Source: an optimization exercise on an open RTL-to-GDS flow (aim: small area, a short achievable clock period and few clock cycles per item). Production flows keep margins and buffers that such runs may drop. RTL that was checked went through simulation tests only; none was proved equivalent to the original. Power and IR drop assume default switching activity.

// http_header_field_locator
module http_header_field_locator (
  input  wire logic        clk,
  input  wire logic        rst_n,
  input  wire logic        in_valid,
  output logic             in_stall,
  input  wire logic [7:0]  in_data_byte,
  input  wire logic        in_last_byte,
  output logic             out_valid,
  input  wire logic        out_stall,
  output logic             out_parse_ok,
  output logic             out_resp_flag,
  output logic [1:0]       out_method_kind,
  output logic [15:0]      out_status_code,
  output logic [15:0]      out_uri_offset,
  output logic [15:0]      out_uri_length,
  output logic [15:0]      out_host_offset,
  output logic [15:0]      out_host_length,
  output logic [15:0]      out_agent_offset,
  output logic [15:0]      out_agent_length,
  output logic [15:0]      out_ctype_offset,
  output logic [15:0]      out_ctype_length
);
  logic       iv_r, il_r, ov_r, stall_r, step_r, fresh_r;
  logic [7:0] ib_r;
  logic       cr_r, le_r, sp_r, colon_r, digit_r;
  logic       pcr;                   
  logic       early_nxt;             
  logic       iv_nxt, il_nxt, ov_nxt, step_nxt, clear;
  assign in_stall = stall_r;
  always_comb begin
    iv_nxt = iv_r;
    il_nxt = il_r;
    if (in_valid && !stall_r) begin
      iv_nxt = 1'b1;
      il_nxt = in_last_byte;
    end else if (step_r) begin
      iv_nxt = 1'b0;
    end
    ov_nxt = ov_r;
    if (step_r && il_r) ov_nxt = 1'b1;
    else if (!out_stall) ov_nxt = 1'b0;
    step_nxt = iv_nxt && (!ov_nxt || (early_nxt && !il_nxt));
  end
  assign clear = (ov_r && !out_stall) || (fresh_r && step_r && !ov_r);
  always_ff @(posedge clk) begin
    if (!rst_n) begin
      iv_r <= 1'b0;
      ov_r <= 1'b0;
      stall_r <= 1'b0;
      step_r <= 1'b0;
      fresh_r <= 1'b1;
    end else begin
      iv_r <= iv_nxt;
      ov_r <= ov_nxt;
      stall_r <= iv_nxt && !step_nxt;
      step_r <= step_nxt;
      if (step_r) fresh_r <= il_r;
    end
    if (!stall_r) begin
      ib_r    <= in_data_byte;
      il_r    <= in_last_byte;
  ...
==> flow/config.mk <==
export PLATFORM = sky130hd
export DESIGN_NAME = http_header_field_locator
export DESIGN_NICKNAME = http_header_field_locator
export VERILOG_FILES = /design/flow/design.v
export SDC_FILE = /design/flow/constraint.sdc
export NUM_CORES = 4
export LEC_CHECK = 0
export ABC_AREA = 1
export CAP_MARGIN = 20
export CORE_AREA = 2 2 238 93
export CTS_CLUSTER_DIAMETER = 70
export CTS_CLUSTER_SIZE = 24
export DIE_AREA = 0 0 240 95
export SETUP_SLACK_MARGIN = 2.1
export SLEW_MARGIN = 20
==> flow/constraint.sdc <==
create_clock -name core_clock -period 4.0 [get_ports {clk}]
set_input_delay 0.8000 -clock core_clock [delete_from_list [all_inputs] [get_ports {clk}]]
set_output_delay 0.8000 -clock core_clock [all_outputs]
set_load 0.01 [all_outputs]
run.sh (not shown) runs the stock make flow with config.mk's settings and CLKGATE_MAP_FILE= SYNTH_SCRIPT=/design/flow/synth_recipe.tcl, a recipe that flattens the netlist after the stock synthesis.
The first run completed without violations.
Testbench counts at the start, summed over its fixed seeds: cycles 57,812, bytes 57,796.
Next try:
==> flow/flow/run.sh (new file) <==
#!/bin/bash
# The standard layout (standard.sh) with clock tree synthesis using larger
# sink clusters and no dummy loads.
set -euo pipefail
bash standard.sh 'CTS_ARGS=-sink_clustering_enable -repair_clock_nets -sink_clustering_size 24 -sink_clustering_max_diameter 70 -dont_use_dummy_load' finish > standard_finish.log 2>&1
==> flow/standard.sh (new file) <==
#!/bin/bash
# synth_recipe.tcl (not shown) runs the flow's synth.tcl, then flattens the netlist and writes it again
# the make line also repeats each setting of config.mk as NAME=value (left out here)
make -C /OpenROAD-flow-scripts/flow DESIGN_CONFIG=/design/flow/config.mk WORK_HOME=/design/flow/orfs CLKGATE_MAP_FILE= SYNTH_SCRIPT=/design/flow/synth_recipe.tcl "${@:-finish}"
Settings changed: CORE_AREA 2 2 238 93 to 2 2 168.09 168.09, CTS_CLUSTER_DIAMETER 70 to default, CTS_CLUSTER_SIZE 24 to default, DIE_AREA 0 0 240 95 to 0 0 170.09 170.09.
removed: flow/run.sh
Outcome: Clock skew rises by 0.048 ns. Clock power is about the same. Setup slack degrades by 0.016 ns. Hold slack got worse by 0.0099 ns.
Next try:
==> flow/run.sh (new file) <==
#!/bin/bash
# synth_recipe.tcl (not shown) runs the flow's synth.tcl, then flattens the netlist and writes it again
# the make line also repeats each setting of config.mk as NAME=value (left out here)
make -C /OpenROAD-flow-scripts/flow DESIGN_CONFIG=/design/flow/config.mk WORK_HOME=/design/flow/orfs CLKGATE_MAP_FILE= SYNTH_SCRIPT=/design/flow/synth_recipe.tcl finish
removed: flow/flow/run.sh
removed: flow/standard.sh
Effect: The new run went through all stages and came out clean; core utilization grows by 1.8 points; flip-flop and latch count stays the same; clock power rises by 57%; worst setup slack got worse by 0.0077 ns; first-iteration DRC count fell by 5.0%; total power climbs by 15%.
Next try:
Settings changed: CORE_AREA 2 2 168.09 168.09 to 2 2 148 148, CTS_CLUSTER_DIAMETER from default to 70, CTS_CLUSTER_SIZE from default to 24, DIE_AREA 0 0 170.09 170.09 to 0 0 150 150.
After rerunning:
- area after synthesis stays the same
- global-route usage climbs by 4.9 points
- first-iteration DRC count goes up by 4.0%
- non-clock buffer count rose by 9
- core utilization increases by 12 points
- wire length stays flat
- critical path depth is unchanged
Next try:
Settings changed: CORE_AREA 2 2 148 148 to 2 2 168.09 168.09, CTS_BUF_LIST from default to sky130_fd_sc_hd__clkbuf_8, CTS_CLUSTER_DIAMETER 70 to default, CTS_CLUSTER_SIZE 24 to default, DIE_AREA 0 0 150 150 to 0 0 170.09 170.09, PLACE_DENSITY from default to 0.7.
What happened:
- routed wire length came out higher by 4.5%
- first-iteration DRC count went up by 21%
- synthesized cell count is unchanged
- power goes up by 7.9%
- critical path depth stays the same
- count of clock-buffer cells in the layout rose by 27
- sequential power is about the same

---

10-05:
http_header_field_locator, a different RTL version from the one above (not shown whole).
Size in the first run: roughly 1100 cells after synthesis, ~240 flip-flops, ~160 I/O pins, ~11000 um^2 of cells after synthesis.
==> flow/config.mk <==
export PLATFORM = sky130hd
export DESIGN_NAME = http_header_field_locator
export DESIGN_NICKNAME = http_header_field_locator
export VERILOG_FILES = /design/flow/design.v
export SDC_FILE = /design/flow/constraint.sdc
export NUM_CORES = 4
export LEC_CHECK = 0
export ABC_AREA = 1
export CAP_MARGIN = 20
export CORE_MARGIN = 2
export CORE_UTILIZATION = 40
export SETUP_SLACK_MARGIN = 2.4
export SLEW_MARGIN = 20
==> flow/constraint.sdc <==
create_clock -name core_clock -period 4.0 [get_ports {clk}]
set_input_delay 0.8000 -clock core_clock [delete_from_list [all_inputs] [get_ports {clk}]]
set_output_delay 0.8000 -clock core_clock [all_outputs]
set_load 0.01 [all_outputs]
Stock flow here: none of the scripts above is used.
Here is what was changed in the inputs of 05-25 compared with 10-05.
diff --git a/flow/config.mk b/flow/config.mk
--- a/flow/config.mk
+++ b/flow/config.mk
@@ -11,3 +11,3 @@
 export CORE_UTILIZATION = 40
-export SETUP_SLACK_MARGIN = 2.4
+export SETUP_SLACK_MARGIN = 2.0
 export SLEW_MARGIN = 20
--- outcome ---
- Highest fanout seen on the critical path: 05-25 vs 10-05 down 7
- Between 05-25 and 10-05, the relative slew slack is higher for 05-25.
- In the reports for 05-25 and 10-05, the smaller maximum number of pins on one net before global-route repair belongs to 10-05.
- Against 10-05, final cell area excluding filler cells in 05-25 fell by a little under 10%.
- Summary: with 10-05 as the reference, switching power in 05-25 moved down by a few percent.
- Both conditions hold for 05-25: the flow ran to the end and the final layout passed the timing, design-rule and antenna checks.
- 05-25 does worse than 10-05 on worst hold-check slack.
Function was not checked in any run of this note: the RTL went through the layout flow alone.

---

Setup of build 29:
RTL: one of the versions met above, not the one the previous note started from.
Size: roughly 990 cells after synthesis, about 250 flip-flops, ~160 I/O pins, about 11000 sq um of cells after synthesis.
==> flow/config.mk <==
export PLATFORM = sky130hd
export DESIGN_NAME = http_header_field_locator
export DESIGN_NICKNAME = http_header_field_locator
export VERILOG_FILES = /design/flow/design.v
export SDC_FILE = /design/flow/constraint.sdc
export NUM_CORES = 4
export LEC_CHECK = 0
export ABC_AREA = 1
export CAP_MARGIN = 20
export CORE_AREA = 2 2 168.09 168.09
export CTS_CLUSTER_DIAMETER = 70
export CTS_CLUSTER_SIZE = 24
export DIE_AREA = 0 0 170.09 170.09
export SETUP_SLACK_MARGIN = 2.1
export SLEW_MARGIN = 20
==> flow/constraint.sdc <==
create_clock -name core_clock -period 4.0 [get_ports {clk}]
set_input_delay 0.8000 -clock core_clock [delete_from_list [all_inputs] [get_ports {clk}]]
set_output_delay 0.8000 -clock core_clock [all_outputs]
set_load 0.01 [all_outputs]
Testbench counts of build 29, summed over its fixed seeds: cycles 57,812, bytes 57,796.
The inputs of build 63 differ from those of build 29 as listed below.
==> flow/flow/run.sh (new file) <==
#!/bin/bash
# The standard layout (standard.sh) with clock tree synthesis using larger
# sink clusters and no dummy loads.
set -euo pipefail
bash standard.sh 'CTS_ARGS=-sink_clustering_enable -repair_clock_nets -sink_clustering_size 30 -sink_clustering_max_diameter 60 -dont_use_dummy_load' finish > standard_finish.log 2>&1
==> flow/standard.sh (new file) <==
#!/bin/bash
# synth_recipe.tcl (not shown) runs the flow's synth.tcl, then flattens the netlist and writes it again
# the make line also repeats each setting of config.mk as NAME=value (left out here)
make -C /OpenROAD-flow-scripts/flow DESIGN_CONFIG=/design/flow/config.mk WORK_HOME=/design/flow/orfs CLKGATE_MAP_FILE= SYNTH_SCRIPT=/design/flow/synth_recipe.tcl "${@:-finish}"
-- flow/config.mk --
<<< build 29, line 9
export CAP_MARGIN = 20
export CORE_AREA = 2 2 168.09 168.09
export CTS_CLUSTER_DIAMETER = 70
export CTS_CLUSTER_SIZE = 24
export DIE_AREA = 0 0 170.09 170.09
export SETUP_SLACK_MARGIN = 2.1
>>> build 63, line 9
export CAP_MARGIN = 20
export CORE_AREA = 2 2 168.09 168.09
export DIE_AREA = 0 0 170.09 170.09
export SETUP_SLACK_MARGIN = 2.1
removed: flow/run.sh
--- outcome ---
- Lower global-route wire length before repair was reported by build 63, not build 29.
- Delta (build 63 minus build 29): routed wire length decreased by about 0.5% relative to the old numbers; share of the clock period used by the worst path after layout went up 0.20 points.
- Number of clock-tree buffers in the layout down 5 in build 63 wrt build 29
- On global-route usage, build 63 and build 29 are neck and neck.
- Comparing build 63 and build 29, post-route total power is higher on build 29.
What build 88 does differently from build 63 at the input level:
==> flow/run.sh (new file) <==
#!/bin/bash
# synth_recipe.tcl (not shown) runs the flow's synth.tcl, then flattens the netlist and writes it again
# the make line also repeats each setting of config.mk as NAME=value (left out here)
make -C /OpenROAD-flow-scripts/flow DESIGN_CONFIG=/design/flow/config.mk WORK_HOME=/design/flow/orfs CLKGATE_MAP_FILE= SYNTH_SCRIPT=/design/flow/synth_recipe.tcl finish
-- flow/config.mk --
<<< build 63, line 9
export CAP_MARGIN = 20
export CORE_AREA = 2 2 168.09 168.09
export DIE_AREA = 0 0 170.09 170.09
export SETUP_SLACK_MARGIN = 2.1
export SLEW_MARGIN = 20
>>> build 88, line 9
export CAP_MARGIN = 20
export CORE_AREA = 2 2 168.09 168.09
export CTS_BUF_LIST = sky130_fd_sc_hd__clkbuf_8
export DIE_AREA = 0 0 170.09 170.09
export SETUP_SLACK_MARGIN = 2.07
export SLEW_MARGIN = 20
removed: flow/flow/run.sh
removed: flow/standard.sh
### Flow results
- Re switching fraction of total power: build 88 is 0.65 points up on build 63.
- Share of final-layout standard cells stronger than drive strength 1 | build 88 above build 63
- Clock group share of total power, build 63 and build 88: larger value in build 88
- Cell area reported after detailed placement: build 88 vs build 63, no meaningful difference
- The setup slack of build 88 was superior to that of build 63.

---

## build 81
http_header_field_locator again, from the RTL that the note above started with.
Settings: LEC_CHECK=0, ABC_AREA=1, CAP_MARGIN=20, CORE_AREA=2 2 168.09 168.09, DIE_AREA=0 0 170.09 170.09, SETUP_SLACK_MARGIN=2.4, SLEW_MARGIN=20; clock period 4.0 ns.
Stock flow here: none of the scripts above is used.
Testbench counts of build 81, summed over its fixed seeds: cycles 57,812, bytes 57,796.
--- input diff build 81..build 87 ---
- a change of CORE_AREA from 2 2 168.09 168.09 to 2 2 148 148
- a change of DIE_AREA from 0 0 170.09 170.09 to 0 0 150 150
- a change of SETUP_SLACK_MARGIN from 2.4 to 2.1
After detailed routing, build 81 needs more wire than build 87. Compared with build 81, in build 87 final design utilization rose 8.5 points, total via count in the routed design decreased by about 6% relative to the old numbers, die area has decreased. The largest clock skew in the final design on build 81 is in line with that on build 87.
--- input diff build 87..build 23 ---
- DIE_AREA changed from 0 0 150 150 to 0 0 170.09 170.09
- CTS_CLUSTER_DIAMETER newly set to 80
- CTS_CLUSTER_SIZE newly set to 32
- CORE_AREA changed from 2 2 148 148 to 2 2 168.09 168.09
### Flow results
Relative to build 87, the placed cell count measured on build 23 has increased by a few percent. Build 87 → build 23: average detailed-routed wire length per instance now sits lower; relative area change from synthesis to final layout now sits lower.
Modified inputs, build 11 compared to build 23
- clearing CTS_CLUSTER_DIAMETER, which used to be 80
- clearing CTS_CLUSTER_SIZE, which used to be 32
- putting CTS_BUF_LIST at sky130_fd_sc_hd__clkbuf_8 where nothing was set
==> results.txt <==
Cell count: build 11 higher than build 23. Delta(met3 track demand over resource, build 11 - build 23) > 0. Cell count of the worst reg-to-reg path for build 11: 5 down relative to build 23. In build 11, the post-CTS repair timing setup buffer count came out 6 below the value in build 23. In build 11, all-layer global routing usage is higher than in build 23. Build 23 has a higher sequential share of layout area than build 11. Summary of build 11 over build 23: first-pass GRT wire length went up 790 um; design area went up 2.1%; top achievable clock speed went down 0.75%; net load switching power went up about 4.5%; clock-net power went up about 25%.

## static timing again, ports no longer ideal
The flow's constraints put no driver on any port. The routed layouts listed below were extracted and timed again, unchanged, in two steps.
Step 1 (the two cells are an assumption about what drives the block):
set clk [get_ports {clk}]
set_driving_cell -lib_cell sky130_fd_sc_hd__clkbuf_16 $clk
set_driving_cell -lib_cell sky130_fd_sc_hd__buf_2 [delete_from_list [all_inputs] $clk]
Step 2 times the ports against the registers' clock, not the clock port: input delays grow and output delays shrink by t, the midpoint of the rising clock arrivals with the driver on.
Slacks: no drivers / after step 1 / after step 2; pairs: no drivers / after step 1.
run	shift t [ns]	slack for setup (ns)	hold slack, ns	slew at the worst register clock pin (ns)
the first run of note 1	0.532	2.108 / 2.055 / 1.624	0.454 / 0.454 / 0.454	0.10 / 0.10
the second run of note 1	0.516	2.092 / 2.049 / 1.689	0.444 / 0.444 / 0.444	0.09 / 0.09
the third run of note 1	0.569	2.084 / 2.036 / 1.660	0.446 / 0.446 / 0.446	0.06 / 0.06
the fourth run of note 1	0.520	2.119 / 2.073 / 1.703	0.455 / 0.455 / 0.455	0.10 / 0.10
the fifth run of note 1	0.576	2.020 / 1.980 / 1.589	0.454 / 0.454 / 0.454	0.07 / 0.07
10-05	0.577	1.921 / 1.921 / 1.881	0.466 / 0.466 / 0.466	0.07 / 0.07
05-25	0.577	1.944 / 1.944 / 1.717	0.457 / 0.457 / 0.457	0.07 / 0.07
build 29	0.531	2.083 / 2.040 / 1.700	0.446 / 0.446 / 0.446	0.09 / 0.09
build 63	0.535	2.075 / 2.034 / 1.647	0.444 / 0.444 / 0.444	0.10 / 0.10
build 88	0.572	2.082 / 2.043 / 1.599	0.452 / 0.452 / 0.452	0.06 / 0.06
build 81	0.571	2.086 / 2.041 / 1.890	0.446 / 0.446 / 0.446	0.07 / 0.07
build 87	0.567	2.084 / 2.039 / 1.638	0.452 / 0.452 / 0.452	0.06 / 0.06
build 23	0.527	2.086 / 2.042 / 1.667	0.450 / 0.450 / 0.450	0.11 / 0.11
build 11	0.573	2.072 / 2.034 / 1.637	0.446 / 0.446 / 0.446	0.06 / 0.06
After both steps every run listed still meets setup and hold. The setup slack of the first run of note 1, which loses most, moves by -0.053 ns with the drivers and by -0.484 ns with both steps.
